This is an optimization exercise on Yosys and OpenROAD, whose aim is small area, a short achievable clock period and few clock cycles per item, not a production implementation.
Power and IR drop assume default switching activity.

## exp/delta
## systolic_array_os
module systolic_array_os #(
  parameter  int N      = 4,
  parameter  int DATA_W = 8,
  parameter  int ACC_W  = 24,
  parameter  int MAX_K  = 64,
  localparam int KW     = $clog2(MAX_K + 1),
  localparam int IW     = (N > 1) ? $clog2(N) : 1
) (
  input  logic                clk,
  input  logic                reset_n,
  input  logic                start,
  input  logic [KW-1:0]       k_len,
  input  logic                in_valid,
  output logic                in_ready,
  input  logic [N*DATA_W-1:0] a_vec,
  input  logic [N*DATA_W-1:0] b_vec,
  output logic                out_valid,
  input  logic                out_ready,
  output logic [IW-1:0]       out_idx,
  output logic [N*ACC_W-1:0]  out_row,
  output logic                busy,
  output logic                done
);
  localparam int SW  = 22;
  localparam int B   = 15;
  localparam int NCQ = 2;
  localparam logic [B-1:0]  MASK0 = B'('b111111111111111);
  localparam logic [B-1:0]  MASK1 = B'('b111111111011111);
  localparam logic [SW-1:0] BOOTH_C = 22'h3fab00;
  logic          busy_q, ir_q, wait_q, ld_q, ov_q, clr_q, done_q;
  logic [KW-1:0] kr_q;
  logic [IW-1:0] row_q;
  logic [N-1:0]  sel_q [N];
  logic          start_acc, accept, take, last_beat, last_row, load;
  assign start_acc = start && !busy_q;
  assign accept    = in_valid && ir_q;
  assign take      = ov_q && out_ready;
  assign last_beat = kr_q == KW'(1);
  assign last_row  = row_q == IW'(N - 1);
  assign load      = ld_q || (take && !last_row);
  assign busy      = busy_q;
  assign in_ready  = ir_q;
  assign out_valid = ov_q;
  assign out_idx   = row_q;
  assign done      = done_q;
  always_ff @(posedge clk or negedge reset_n) begin
    if (!reset_n) begin
      busy_q <= 1'b0;
      ir_q   <= 1'b0;
      wait_q <= 1'b0;
      ld_q   <= 1'b0;
      ov_q   <= 1'b0;
      clr_q  <= 1'b0;
      done_q <= 1'b0;
      kr_q   <= '0;
      row_q  <= '0;
      for (int j = 0; j < N; j++) sel_q[j] <= '0;
    end else begin
      clr_q  <= start_acc;
      done_q <= take && last_row;
      wait_q <= (start_acc && k_len == '0) || (accept && last_beat);
      ld_q   <= wait_q;
      if (start_acc) begin
        busy_q <= 1'b1;
        ir_q   <= k_len != '0;
        kr_q   <= k_len;
      end else begin
        if (take && last_row) busy_q <= 1'b0;
        if (accept) begin
          kr_q <= kr_q - KW'(1);
  ...
clock: 9.0 ns
lec_check: 0
cap_margin: 20
core_margin: 2
core_utilization: 40
slew_margin: 20
synth_hierarchical: 1
standard.sh (not shown) runs the stock make flow with config.mk's settings and CLKGATE_MAP_FILE= SYNTH_SCRIPT=/design/flow/synth_recipe.tcl, a recipe that flattens the netlist after the stock synthesis.
==> flow/flow/run.sh <==
#!/bin/bash
# The standard layout (standard.sh: the standard synthesis, floorplan, placement,
# CTS, routing) with three settings changed: the timing repair steps aim at a 6 ns
# setup margin (a 3 ns period) instead of the design's 9 ns period, they repair only
# the worst path (TNS_END_PERCENT=0), and the port buffers are buf_4 cells.
# Make's full output goes to standard.log; each ORFS step also keeps its own log under
# orfs/logs/.
set -euo pipefail
bash standard.sh SETUP_SLACK_MARGIN=6.3 TNS_END_PERCENT=0 \
  "BUFFER_PORTS_ARGS=-buffer_cell sky130_fd_sc_hd__buf_4" finish > standard.log 2>&1
Input-level comparison between exp/quartz and exp/delta:
- CORE_UTILIZATION changed from 40 to 55
--- a/flow/flow/run.sh
+++ b/flow/flow/run.sh
@@ -7,4 +7,4 @@
 # orfs/logs/.
 set -euo pipefail
-bash standard.sh SETUP_SLACK_MARGIN=6.3 TNS_END_PERCENT=0 \
+bash standard.sh SETUP_SLACK_MARGIN=6.0 TNS_END_PERCENT=0 \
   "BUFFER_PORTS_ARGS=-buffer_cell sky130_fd_sc_hd__buf_4" finish > standard.log 2>&1
### Flow results
- exp/quartz vs exp/delta on post-route fraction of the period consumed by the critical path: exp/quartz is the higher one.
- The vias per cell of exp/quartz exceeds that of exp/delta by 0.35.
- The setup slack of exp/quartz is smaller than that of exp/delta.
- Between exp/quartz and exp/delta, the initial standard-cell utilization of the core is lower for exp/delta.
- Cmp exp/quartz and exp/delta / latest clock arrival within the worst-skew pair / lower: exp/quartz
- Run comparison: exp/delta highest layer used for signal routing met4; exp/quartz highest layer used for signal routing met5
- Multi-input gate share of the layout cell area, exp/quartz and exp/delta: lower on exp/delta
- Compared with exp/delta, in exp/quartz cell area went down 0.90%, fraction of power consumed by the clock network went down 0.8 points, met1 wire length went down 960 um.
No functional check of the RTL was part of any run of this note.

[what the ideal ports hide]
In the flow no input, the clock included, has a driving cell. The finished layouts below were timed again as built, in two steps. Step 1: set_driving_cell puts a clkbuf_16 on clk and a buf_2 on each other input, an assumption about the parent block. Step 2, shift: input delay + t, output delay - t, t = (earliest + latest rising clock arrival at the registers) / 2. This alone moves slack from input paths to output paths. Three values: no drivers, after step 1, after step 2; two values: the first two.
run | shift t [ns] | setup WS [ns] | worst slew at a driven data input, ns
exp/delta | 0.802 | 5.631 / 5.631 / 5.006 | 0.13
exp/quartz | 0.754 | 5.577 / 5.577 / 5.055 | 0.06
After both steps setup and hold are still met in every run listed. For exp/delta, which loses most, drivers alone change the setup slack by 0.000 ns; drivers and shift together by -0.625 ns.
